Source: an optimization exercise on an open RTL-to-GDS flow (aim: small area, a short achievable clock period and few clock cycles per item). Production flows keep margins and buffers that such runs may drop. The RTL was checked by simulation tests, not by an equivalence proof against the original design. Power figures rest on the tool's default switching activity, not on a simulated workload. The clock port is modelled as an ideal driver; clocking choices that lean on that would not hold on a real chip.

Setup of job 5783:
==> flow/design.v <==
`timescale 1ns / 1ps
package acm_pkg;
    localparam int MAX_PATTERN = 64;
    localparam int ADDR_W      = $clog2(MAX_PATTERN);
    localparam int IDX_W       = $clog2(MAX_PATTERN + 1);
    localparam int POS_W       = 16;
    typedef enum logic {
        CMD_PATTERN = 1'b0,
        CMD_TEXT    = 1'b1
    } cmd_t;
endpackage
`timescale 1ns / 1ps
module acm_ram #(
    parameter int WIDTH = 8,
    parameter int DEPTH = 64
) (
    input  logic                     aclk,
    input  logic                     we,
    input  logic [$clog2(DEPTH)-1:0] waddr,
    input  logic [WIDTH-1:0]         wdata,
    input  logic [$clog2(DEPTH)-1:0] raddr,
    output logic [WIDTH-1:0]         rdata
);
    logic [WIDTH-1:0] mem [DEPTH];
    always_ff @(posedge aclk) begin
        if (we) begin
            mem[waddr] <= wdata;
        end
        rdata <= mem[raddr];
    end
endmodule
`timescale 1ns / 1ps
module apostolico_crochemore_matcher_core (
    input  logic             aclk,
    input  logic             aresetn,
    input  logic             s_valid,
    output logic             s_ready,
    input  logic             s_cmd,
    input  logic [7:0]       s_data,
    input  logic             s_last,
    output logic             m_valid,
    input  logic             m_ready,
    output logic             m_found,
    output logic [acm_pkg::POS_W-1:0] m_position
);
    localparam int N     = acm_pkg::MAX_PATTERN;    
    localparam int AW    = acm_pkg::ADDR_W;         
    localparam int IW    = acm_pkg::IDX_W;          
    localparam int POS_W = acm_pkg::POS_W;
    logic             sv, scmd, slast;      
    logic [7:0]       sdata;
    logic             iv, icmd, ilast;      
    logic [7:0]       idata;
    logic             acc, hold, rdy;
    assign acc = s_valid && rdy;
    always_ff @(posedge aclk) begin
        if (!hold) begin
            idata <= sv ? sdata : s_data;
            icmd  <= sv ? scmd  : s_cmd;
            ilast <= sv ? slast : s_last;
        end else if (!sv) begin
            sdata <= s_data;
            scmd  <= s_cmd;
            slast <= s_last;
        end
    end
    always_ff @(posedge aclk) begin
        if (!aresetn) begin
            iv  <= 1'b0;
            sv  <= 1'b0;
            rdy <= 1'b1;
        end else if (!hold) begin
            iv  <= sv || acc;
            sv  <= 1'b0;
            rdy <= 1'b1;
        end else begin
            sv  <= sv || acc;
            rdy <= !(sv || acc);
        end
    end
    logic             loading, have, fresh, restart;
    logic [IW-1:0]    kcnt;         
    logic [IW-1:0]    wc;           
    logic [POS_W-1:0] pc;           
    logic [AW-1:0]    h, hl;        
    logic             rv, ov, r_stall;
    logic [IW-1:0]    idx;
    logic             pat_go, txt_go, scan, wr, counted;
    logic [IW-1:0]    kcnt_new;
    assign r_stall = rv && ov && !m_ready;
    assign idx     = loading ? kcnt : '0;
    assign hold    = iv && (icmd ? r_stall : (loading && !kcnt[IW-1] && hl != '0));
    assign pat_go  = iv && !icmd && !hold;
    assign txt_go  = iv && icmd && !hold;
    assign scan    = txt_go && have;
    assign wr      = pat_go && !idx[IW-1];
    assign kcnt_new = idx[IW-1] ? idx : idx + IW'(1);
    assign counted  = (wc[IW-1:1] == '0);
    always_ff @(posedge aclk) begin
        if (!aresetn) begin
            loading <= 1'b0;
            have    <= 1'b0;
            fresh   <= 1'b1;
            kcnt    <= '0;
            h       <= '0;
            hl      <= '0;
        end else begin
            h  <= (wr && idx == '0) ? '0 : h + AW'(1);
            hl <= wr ? '0 : hl + AW'(1);
            if (pat_go) begin
                loading <= !ilast;
                kcnt    <= kcnt_new;
                have    <= ilast;
                fresh   <= 1'b1;
            end else if (scan) begin
                fresh   <= ilast;
            end
        end
    end
    always_ff @(posedge aclk) begin
        if (pat_go && ilast) begin
            wc      <= kcnt_new;
            restart <= 1'b1;
        end else if (scan) begin
            if (counted) begin
                pc <= restart ? '0 : pc + POS_W'(1);
            end
            if (ilast) begin
                wc      <= kcnt;
                restart <= 1'b1;
            end else if (counted) begin
                restart <= 1'b0;
            end else begin
                wc <= wc - IW'(1);
            end
        end
    end
    logic [7:0] ring [N];
    always_ff @(posedge aclk) begin
        ring[0] <= wr ? idata : ring[N-1];
        for (int s = 1; s < N; s++) ring[s] <= ring[s-1];
    end
    logic [N-1:0] g, first, lastp;
    genvar gs;
    generate
        for (gs = 0; gs < N; gs++) begin : g_slot
            logic eq;
            assign eq        = (ring[gs] == idata);
            assign first[gs] = (h == AW'(gs));
            assign lastp[gs] = (hl == AW'((gs + 1) % N));
            always_ff @(posedge aclk) begin
                if (scan) begin
                    g[gs] <= (first[gs] || (g[gs] && !fresh)) && eq;
                end else begin
                    g[gs] <= g[(gs + N - 1) % N];
                end
            end
        end
    endgenerate
    logic             rhave, rfirst, rf_hold, rfound, rcnt;
    logic             o_take;
    logic [POS_W:0]   od;
    assign rfound = rfirst ? (rhave && |(g & lastp)) : rf_hold;
    assign o_take = !ov || m_ready;
    always_ff @(posedge aclk) begin
        if (!aresetn) begin
            rv <= 1'b0;
            ov <= 1'b0;
        end else begin
            if (txt_go) begin
                rv <= 1'b1;
            end else if (o_take) begin
                rv <= 1'b0;
            end
            if (o_take) begin
                ov <= rv;
            end
        end
    end
    always_ff @(posedge aclk) begin
        rfirst  <= txt_go;
        rf_hold <= rfound;
        if (txt_go) begin
            rhave <= have;
            rcnt  <= have && counted;
        end
        if (o_take) begin
            od <= {rfound, rcnt ? pc : POS_W'(0)};
        end
    end
    assign s_ready    = rdy;
    assign m_valid    = ov;
    assign m_found    = od[POS_W];
    assign m_position = od[POS_W-1:0];
endmodule
clock: 8.0 ns
lec_check: 0
cap_margin: 20
core_margin: 2
core_utilization: 80
slew_margin: 20
standard.sh (not shown) runs the stock make flow with config.mk's settings and CLKGATE_MAP_FILE= SYNTH_SCRIPT=/design/flow/synth_recipe.tcl, a recipe that flattens the netlist after the stock synthesis.
==> flow/flow/run.sh <==
#!/bin/bash
set -euo pipefail
bash standard.sh SETUP_SLACK_MARGIN=5.3 "CTS_ARGS=-sink_clustering_enable -repair_clock_nets -sink_clustering_size 30 -sink_clustering_max_diameter 80 -buf_list sky130_fd_sc_hd__clkbuf_16 -dont_use_dummy_load" finish > flow_standard.log 2>&1
Both conditions hold for job 5783: the flow ran to the end and the final layout passed the timing, DRC and antenna checks.
Testbench counts of job 5783, summed over its fixed seeds: cycles 28,267, text beats 26,169.
#### Input delta (job 351 over job 5783)
- swapping 80 for 40 in CORE_UTILIZATION
==> flow/flow/run.sh <==
#!/bin/bash
set -euo pipefail
bash standard.sh SETUP_SLACK_MARGIN=5.5 "CTS_ARGS=-sink_clustering_enable -repair_clock_nets -sink_clustering_size 30 -sink_clustering_max_diameter 80 -buf_list sky130_fd_sc_hd__clkbuf_16 -dont_use_dummy_load" finish > flow_standard.log 2>&1
[summary]
As of job 351, cell count after placement had risen by more than 10% compared to job 5783. ha_1 as the cell at the slowest stage of the critical path was reported by job 5783, and edfxtp_1 by job 351. Job 351 has completed all stages; timing, DRC and antenna checks passed. From job 5783 to job 351 the numbers moved as follows: sequential share of layout area went down by 1.6 points, final-layout clock buffer total higher. Looking at number of cell rows, job 351 sits 42% above job 5783. For the via count, job 351 came in about 6% lower than job 5783 did. Floorplan die height on job 351 is up relative to job 5783.
[inputs] job 4439 vs job 351
- changing CORE_UTILIZATION from 40 to 70
==> flow/flow/run.sh <==
#!/bin/bash
set -euo pipefail
bash standard.sh SETUP_SLACK_MARGIN=5.3 "CTS_ARGS=-sink_clustering_enable -repair_clock_nets -sink_clustering_size 30 -sink_clustering_max_diameter 80 -buf_list sky130_fd_sc_hd__clkbuf_16 -dont_use_dummy_load" finish > flow_standard.log 2>&1
Results
- From job 351 to job 4439, xor/xnor cell area share of the yosys netlist did not move at all.
- Re worst hold margin: job 4439 is 0.0051 ns up on job 351.
- CTS buffer count (higher): job 351
diff inputs: job 4439 => job 7800
- changing CORE_UTILIZATION from 70 to 40
- setting CTS_CLUSTER_SIZE to 30 for the first time
- setting CTS_CLUSTER_DIAMETER to 80 for the first time
- setting CTS_BUF_LIST to sky130_fd_sc_hd__clkbuf_16 for the first time
==> flow/flow/run.sh <==
#!/bin/bash
set -euo pipefail
bash standard.sh SETUP_SLACK_MARGIN=5.5 finish > flow_standard.log 2>&1
### Flow results
- Job 7800 reports a higher final design instance area without fill than job 4439 does.
- Job 4439 → job 7800: number of nets in the final layout up 16; buffering overhead increased by 0.71 points relative to the old numbers; overall power consumption up 3.1%; wire length on met3 decreased by 34% relative to the old numbers; share of layout cells above drive strength 1 higher.
- Fmax: job 7800 lower than job 4439
- Job 7800 has cell area power density below what job 4439 had.
- Compared to job 4439, the routing of job 7800 uses more wire.
- On job 7800: met2 capacity usage during global routing is 17 points lower than what job 4439 gave.
- Re share of final layout cell area taken by clock buffers and inverters: job 7800 is 0.58 points up on job 4439.

========
RTL: the design.v shown in full above, as it stands there.
==> flow/config.mk <==
export PLATFORM = sky130hd
export DESIGN_NAME = apostolico_crochemore_matcher_core
export DESIGN_NICKNAME = apostolico_crochemore_matcher_core
export VERILOG_FILES = /design/flow/design.v
export SDC_FILE = /design/flow/constraint.sdc
export NUM_CORES = 4
export LEC_CHECK = 0
export ABC_AREA = 1
export CAP_MARGIN = 20
export CORE_MARGIN = 2
export CORE_UTILIZATION = 40
export CTS_BUF_LIST = sky130_fd_sc_hd__clkbuf_16
export CTS_CLUSTER_DIAMETER = 80
export CTS_CLUSTER_SIZE = 30
export SLEW_MARGIN = 20
==> flow/constraint.sdc <==
create_clock -name core_clock -period 8.0 [get_ports {aclk}]
set_input_delay 1.6000 -clock core_clock [delete_from_list [all_inputs] [get_ports {aclk}]]
set_output_delay 1.6000 -clock core_clock [all_outputs]
set_load 0.01 [all_outputs]
==> flow/flow/run.sh <==
#!/bin/bash
set -euo pipefail
bash standard.sh SETUP_SLACK_MARGIN=5.5 finish > flow_standard.log 2>&1
Testbench counts at the start, summed over its fixed seeds: cycles 28,267, text beats 26,169.
Change:
==> flow/flow/run.sh (replaced) <==
#!/bin/bash
set -euo pipefail
bash standard.sh SETUP_SLACK_MARGIN=5.3 "CTS_ARGS=-sink_clustering_enable -repair_clock_nets -sink_clustering_size 30 -sink_clustering_max_diameter 80 -buf_list sky130_fd_sc_hd__clkbuf_16 -dont_use_dummy_load" finish > flow_standard.log 2>&1
Settings changed: ABC_AREA 1 to unset, CTS_BUF_LIST sky130_fd_sc_hd__clkbuf_16 to unset, CTS_CLUSTER_DIAMETER 80 to unset, CTS_CLUSTER_SIZE 30 to unset.
Outcome:
- clock-buffer cell count shrinks by 1
- wire length falls by 15%
- non-clock buffer count shrinks by 1
- sequential power barely changes
- worst setup slack is better by 40 ps
Change:
Settings changed: CORE_UTILIZATION 40 to 60.
Result: Total power hardly moves; die area falls by 33%; maximum frequency is lower by 1.3%; clock skew stays flat; worst hold slack loses 13 ps; design area went down by 1.7%; synthesized area does not change.

========
== v27 ==
apostolico_crochemore_matcher_core, a different RTL version from the one above (not shown whole).
Size in the first run: about 33 I/O pins, roughly 0.024 mm² of cells after synthesis.
export LEC_CHECK = 0
export CAP_MARGIN = 20
export CORE_MARGIN = 2
export CORE_UTILIZATION = 40
export SLEW_MARGIN = 20
create_clock -name core_clock -period 8.0 [get_ports {aclk}]
==> flow/flow/run.sh <==
#!/bin/bash
set -euo pipefail
bash standard.sh SETUP_SLACK_MARGIN=5.5 finish > flow_standard.log 2>&1
Testbench counts of v27, summed over its fixed seeds: cycles 28,267, text beats 26,169.
diff inputs: v27 => v7
==> flow/run.sh (new file) <==
#!/bin/bash
# synth_recipe.tcl (not shown) runs the flow's synth.tcl, then flattens the netlist and writes it again
# the make line also repeats each setting of config.mk as NAME=value (left out here)
make -C /OpenROAD-flow-scripts/flow DESIGN_CONFIG=/design/flow/config.mk WORK_HOME=/design/flow/orfs CLKGATE_MAP_FILE= SYNTH_SCRIPT=/design/flow/synth_recipe.tcl finish
-- flow/config.mk --
<<< v27, line 10
export CORE_UTILIZATION = 40
export SLEW_MARGIN = 20
>>> v7, line 10
export CORE_UTILIZATION = 40
export SETUP_SLACK_MARGIN = 5
export SLEW_MARGIN = 20
removed: flow/flow/run.sh
removed: flow/standard.sh
## What came out
Compared v27 against v7; total of flip-flops plus latches after synthesis within noise. In terms of clock-cell share of area, v7 and v27 differ only marginally. edfxtp_1 as the library cell contributing the largest single delay on the critical path was reported by v27, and a311oi_1 by v7. In the metrics for v27 and v7, the one carrying the lower power consumed by the clock network is v7. The run showing the greater via count of the first global-routing pass is v27. Looking at the reports, v27 completed the entire flow and the layout it produced met the timing, DRC and antenna checks. Looking at the reports, v7 completed the entire flow and the layout it produced met the timing, DRC and antenna checks. A startpoint-to-endpoint class of the critical path of reg -> out is what v27 shows, while reg -> reg belongs to v7. Between v27 and v7, largest net degree at the start of global routing is higher for v7, v27 comes in under that. Global-route wire length before repair, v7 vs v27: down by a few percent. After detailed routing, v27 needs more wire than v7.
Here is what was changed in the inputs of v44 compared with v7.
==> flow/flow/run.sh (new file) <==
#!/bin/bash
set -euo pipefail
bash standard.sh SETUP_SLACK_MARGIN=5.5 "CTS_ARGS=-sink_clustering_enable -repair_clock_nets -sink_clustering_size 45 -sink_clustering_max_diameter 60 -buf_list sky130_fd_sc_hd__clkbuf_16 -dont_use_dummy_load" finish > flow_standard.log 2>&1
==> flow/standard.sh (new file) <==
#!/bin/bash
# synth_recipe.tcl (not shown) runs the flow's synth.tcl, then flattens the netlist and writes it again
# the make line also repeats each setting of config.mk as NAME=value (left out here)
make -C /OpenROAD-flow-scripts/flow DESIGN_CONFIG=/design/flow/config.mk WORK_HOME=/design/flow/orfs CLKGATE_MAP_FILE= SYNTH_SCRIPT=/design/flow/synth_recipe.tcl "${@:-finish}"
-- flow/config.mk --
<<< v7, line 10
export CORE_UTILIZATION = 40
export SETUP_SLACK_MARGIN = 5
export SLEW_MARGIN = 20
>>> v44, line 10
export CORE_UTILIZATION = 40
export SLEW_MARGIN = 20
removed: flow/run.sh
[summary]
- Of the two values seen for worst setup path endpoint, m_position[5] was produced by v44 and od[16] by v7.
- Diff v44 and v7: overall global routing resource usage lower in v7
- v44 vs. v7: sequential share of layout area higher; number of iterations in the first detailed-routing pass roughly the same; design area lower; fmax higher.
### v44 -> v46
==> flow/run.sh (new file) <==
#!/bin/bash
# synth_recipe.tcl (not shown) runs the flow's synth.tcl, then flattens the netlist and writes it again
# the make line also repeats each setting of config.mk as NAME=value (left out here)
make -C /OpenROAD-flow-scripts/flow DESIGN_CONFIG=/design/flow/config.mk WORK_HOME=/design/flow/orfs CLKGATE_MAP_FILE= SYNTH_SCRIPT=/design/flow/synth_recipe.tcl finish
-- flow/config.mk --
<<< v44, line 9
export CORE_MARGIN = 2
export CORE_UTILIZATION = 40
export SLEW_MARGIN = 20
>>> v46, line 9
export CORE_MARGIN = 2
export CORE_UTILIZATION = 60
export SETUP_SLACK_MARGIN = 5
export SLEW_MARGIN = 20
removed: flow/flow/run.sh
removed: flow/standard.sh
Findings:
v46 ends up with a layout buffering overhead excluding clock cells that is 0.76 points lower than in v44.
[diff] worst IR drop on VDD, v46 relative to v44: regression
In the flow results for v46 and v44, the critical path depth is larger on v46.
Compared with v44, v46 is the more power-hungry design.
Note that the number of buffers added by the clock tree synthesis step recorded for v44 amounts to 0.61 times the value seen in v46.
Of v46 and v44, the run reporting the higher sequential share of layout area was v44.
The largest net degree at the start of global routing of v46 exceeds that of v44 by 22.
Against v44, maximum frequency in v46 fell by a few percent.
Between v46 and v44, count of standard-cell rows is higher for v44, v46 comes in under that.

========
apostolico_crochemore_matcher_core, a different RTL version from the one above (not shown whole).
For scale: about 2200 cells after synthesis, about 740 flip-flops, ~0.026 mm^2 of cells after synthesis.
clock: 8.0 ns
lec_check: 0
cap_margin: 20
core_margin: 2
core_utilization: 40
slew_margin: 20
run.sh (not shown) runs the stock make flow with config.mk's settings and CLKGATE_MAP_FILE= SYNTH_SCRIPT=/design/flow/synth_recipe.tcl, a recipe that flattens the netlist after the stock synthesis.
Stock flow here: none of the scripts above is used.
Testbench counts at the start, summed over its fixed seeds: cycles 28,267, text beats 26,169.
Rerun with:
--- a/flow/config.mk
+++ b/flow/config.mk
@@ -9,3 +9,4 @@
 export CORE_MARGIN = 2
 export CORE_UTILIZATION = 40
+export SETUP_SLACK_MARGIN = 5
 export SLEW_MARGIN = 20
Outcome:
- non-clock buffer count stays the same
- worst setup slack improved by 690 ps
- die area does not change
- clock power decreases by about 2%
- global-route usage is about the same
- count of clock-buffer cells in the layout increases by 5
- hold slack improved by 3.5 ps
Rerun with:
--- a/flow/config.mk
+++ b/flow/config.mk
@@ -6,4 +6,5 @@
 export NUM_CORES = 4
 export LEC_CHECK = 0
+export ABC_CLOCK_PERIOD_IN_PS = 2700
 export CAP_MARGIN = 20
 export CORE_MARGIN = 2
=> Routed wire length does not change. Power stays the same. Design area does not change. Via count stays the same. Global-route usage does not change. Die area does not change.

==> port drivers added, routing unchanged <==
How much do the figures lean on ideal ports? The routed layouts below were timed once more, with nothing changed but the port constraints.
Step 1, drivers: a clkbuf_16 drives aclk and a buf_2 each remaining input, both assumed.
Step 2 also shifts input and output timing later by t, the mid clock arrival at the registers, as if the neighbouring blocks saw the same clock.
Three values: ideal, step 1, step 2; two values: the first two.
| run | t, ns | setup WS [ns] | worst hold slack (ns) | pins driven straight from the clock port |
|---|---|---|---|---|
| job 5783 | 0.630 | 5.121 / 5.121 / 4.702 | 0.341 / 0.341 / 0.341 | 1 |
| job 351 | 0.654 | 5.250 / 5.193 / 4.892 | 0.336 / 0.336 / 0.336 | 1 |
| job 4439 | 0.627 | 5.281 / 5.225 / 4.892 | 0.341 / 0.341 / 0.341 | 1 |
| job 7800 | 0.663 | 5.240 / 5.183 / 4.912 | 0.354 / 0.354 / 0.354 | 1 |
| the first run of note 2 | 0.672 | 5.239 / 5.181 / 4.873 | 0.352 / 0.352 / 0.352 | 1 |
| the second run of note 2 | 0.649 | 5.278 / 5.222 / 4.673 | 0.325 / 0.325 / 0.325 | 1 |
| the third run of note 2 | 0.648 | 5.243 / 5.185 / 4.749 | 0.311 / 0.311 / 0.311 | 1 |
| v27 | 0.653 | 5.283 / 5.227 / 4.900 | 0.344 / 0.344 / 0.344 | 1 |
| v7 | 0.627 | 5.052 / 5.052 / 4.565 | 0.346 / 0.346 / 0.346 | 1 |
| v44 | 0.653 | 5.258 / 5.199 / 4.910 | 0.323 / 0.323 / 0.323 | 1 |
| v46 | 0.637 | 5.091 / 5.101 / 4.486 | 0.350 / 0.350 / 0.350 | 1 |
| the first run of note 4 | 0.665 | 4.400 / 4.436 / 3.770 | 0.348 / 0.348 / 0.348 | 1 |
| the second run of note 4 | 0.656 | 5.095 / 5.073 / 4.481 | 0.352 / 0.352 / 0.352 | 1 |
| the third run of note 4 | 0.656 | 5.095 / 5.073 / 4.481 | 0.352 / 0.352 / 0.352 | 1 |
After both steps every run listed still meets setup and hold. The setup slack of the first run of note 4, which loses most, moves by +0.036 ns with the drivers and by -0.630 ns with both steps.
